What follows belongs to an exercise in optimizing a design on an open flow for small area; a production flow would make more cautious choices. Only simulation tests tie the RTL to the original design; equivalence was not proved. No activity file was given, so power comes from the tool's default toggle rates.

==> flow/design.v (excerpt) <==
module intra_pred_regs (
	input  logic         clk,
	input  logic         rst_n,
	input  logic         ena,
	input  logic [4:0]   blk4x4_counter,
	input  logic [35:0]  pred_wr,          
	input  logic [34:0]  up_wr,            
	input  logic [36:0]  left_wr,          
	input  logic [2:0]   preload_counter,
	input  logic [95:0]  line_ram,         
	output logic [127:0] intra_pred,
	output logic [127:0] up_mb,
	output logic [127:0] left_mb
);
	logic sel_l, sel_b, sel_r;
	assign sel_l = ~blk4x4_counter[4];
	assign sel_b = blk4x4_counter[4] & ~blk4x4_counter[3] & ~blk4x4_counter[2];
	assign sel_r = blk4x4_counter[4] & (blk4x4_counter[3] | blk4x4_counter[2]);
	logic [127:0] pn_q;                    
	logic [127:0] pn_d;
	logic [3:0]   pv_q;
	logic         p_dc, p_col;
	logic [1:0]   p_c;
	logic [3:0]   p_we;
	logic [31:0]  p_nn;                    
	logic [31:0]  p_cq [4];                
	logic [31:0]  p_cd [4];
	assign p_dc  = ena & (pred_wr[35:34] == 2'd2);
	assign p_col = ena & (pred_wr[35:34] == 2'd1);
	assign p_c   = ~pred_wr[33:32];        
	always_comb begin
		for (int r = 0; r < 4; r++)
			p_nn[r*8 +: 8] = p_dc ? ~pred_wr[7:0] : ~pred_wr[r*8 +: 8];
		for (int c = 0; c < 4; c++)
			p_we[c] = p_dc | (p_col & (p_c == 2'(c)));
	end
	always_ff @(posedge clk or negedge rst_n) begin
		if (!rst_n) pv_q <= '0;
		else        pv_q <= pv_q | p_we;
	end
	for (genvar c = 0; c < 4; c++) begin : g_pcol
		for (genvar r = 0; r < 4; r++) begin : g_prow
			assign p_cq[c][r*8 +: 8]          = pn_q[(4*r+c)*8 +: 8];
			assign pn_d[(4*r+c)*8 +: 8]       = p_cd[c][r*8 +: 8];
		end
		ip_hold #(32) u_hold (.we(p_we[c]), .web(~p_we[c]), .n(p_nn), .q(p_cq[c]), .d(p_cd[c]));
		ip_mask #(32) u_mask (.sb(~pv_q[c]), .qn(p_cq[c]), .y({
			intra_pred[(12+c)*8 +: 8], intra_pred[(8+c)*8 +: 8],
			intra_pred[(4+c)*8 +: 8], intra_pred[c*8 +: 8]}));
	end
	always_ff @(posedge clk) pn_q <= pn_d;
	logic [127:0] ul_q, ul_d;              
	logic [63:0]  ub_q, ub_d, ur_q, ur_d;
	logic [3:0]   ulv_q;
	logic [1:0]   ucv_q;                   
	logic         u_pre;
	logic [1:0]   u_slot;
	logic [3:0]   ul_we;
	logic [1:0]   uc_we;
	logic [31:0]  ul_n, ul_nn;
	logic [31:0]  ul_nk [4];               
	assign u_pre  = (preload_counter != 3'd0) && (preload_counter <= 3'd4);
  ...
Size: roughly 660 flip-flops, about 25,000 um2 of cells after synthesis.
==> flow/config.mk <==
export PLATFORM = sky130hd
export DESIGN_NAME = intra_pred_regs
export DESIGN_NICKNAME = intra_pred_regs
export VERILOG_FILES = /design/flow/design.v
export SDC_FILE = /design/flow/constraint.sdc
export NUM_CORES = 4
export LEC_CHECK = 0
export CAP_MARGIN = 20
export CORE_MARGIN = 2
export CORE_UTILIZATION = 65
export SLEW_MARGIN = 20
export SYNTH_HIERARCHICAL = 1
==> flow/constraint.sdc <==
create_clock -name core_clock -period 4.0 [get_ports {clk}]
set_input_delay 0.8000 -clock core_clock [delete_from_list [all_inputs] [get_ports {clk}]]
set_output_delay 0.8000 -clock core_clock [all_outputs]
set_load 0.01 [all_outputs]
standard.sh (not shown) runs the stock make flow with config.mk's settings and CLKGATE_MAP_FILE= SYNTH_SCRIPT=/design/flow/synth_recipe.tcl, a recipe that flattens the netlist after the stock synthesis.
==> flow/flow/run.sh <==
#!/bin/bash
# Layout: the standard flow, with two changes:
#  - port buffers are the smallest buffer, buf_1
#  - CTS builds the tree from small clock buffers and adds no dummy loads
set -euo pipefail
bash standard.sh \
  BUFFER_PORTS_ARGS="-buffer_cell sky130_fd_sc_hd__buf_1" \
  CTS_ARGS="-sink_clustering_enable -repair_clock_nets -buf_list sky130_fd_sc_hd__clkbuf_8 -sink_clustering_size 12 -sink_clustering_max_diameter 60 -dont_use_dummy_load" \
  finish > standard_flow.log 2>&1
The first run produced a clean layout.
Next try:
==> flow/flow/run.sh (replaced) <==
#!/bin/bash
# Layout: the standard flow, with two changes:
#  - port buffers are the smallest buffer, buf_1
#  - CTS builds the tree from small clock buffers and adds no dummy loads
set -euo pipefail
bash standard.sh \
  BUFFER_PORTS_ARGS="-buffer_cell sky130_fd_sc_hd__buf_1" \
  CTS_ARGS="-sink_clustering_enable -repair_clock_nets -buf_list sky130_fd_sc_hd__clkbuf_4 -sink_clustering_size 9 -sink_clustering_max_diameter 40 -dont_use_dummy_load" \
  RECOVER_POWER=100 \
  finish > standard_flow.log 2>&1
- CORE_UTILIZATION: 65 -> 60
- PLACE_DENSITY: default -> 0.75
=> This time the run completed and failed the layout checks on max-capacitance violations, max-slew violations; final cell count rises by 1.7%; worst setup slack loses 0.31 ns; utilization decreases by 6.3 points; power decreases by 2.0%; maximum frequency drops by 8.2%.

==> port drivers added, routing unchanged <==
How much do the figures lean on ideal ports? The routed layouts below were timed once more, with nothing changed but the port constraints.
Step 1, drivers: a clkbuf_16 drives clk and a buf_2 each remaining input, both assumed.
Step 2 times the ports against the registers' clock, not the clock port: input delays grow and output delays shrink by t, the midpoint of the rising clock arrivals with the driver on.
a / b / c = ideal / step 1 / step 2; a / b = the first two.
run	t, ns	setup slack, ns	hold slack, ns	clock arrival spread, ns	pins driven straight from the clock port
the first run	0.735	0.578 / 0.490 / 0.490	0.060 / 0.084 / 0.469	0.060 / 0.060	1
the second run	0.838	0.273 / 0.180 / -0.153	0.227 / 0.203 / 0.463	0.095 / 0.094	1
The setup slack of the second run, which loses most, moves by -0.093 ns with the drivers and by -0.426 ns with both steps.
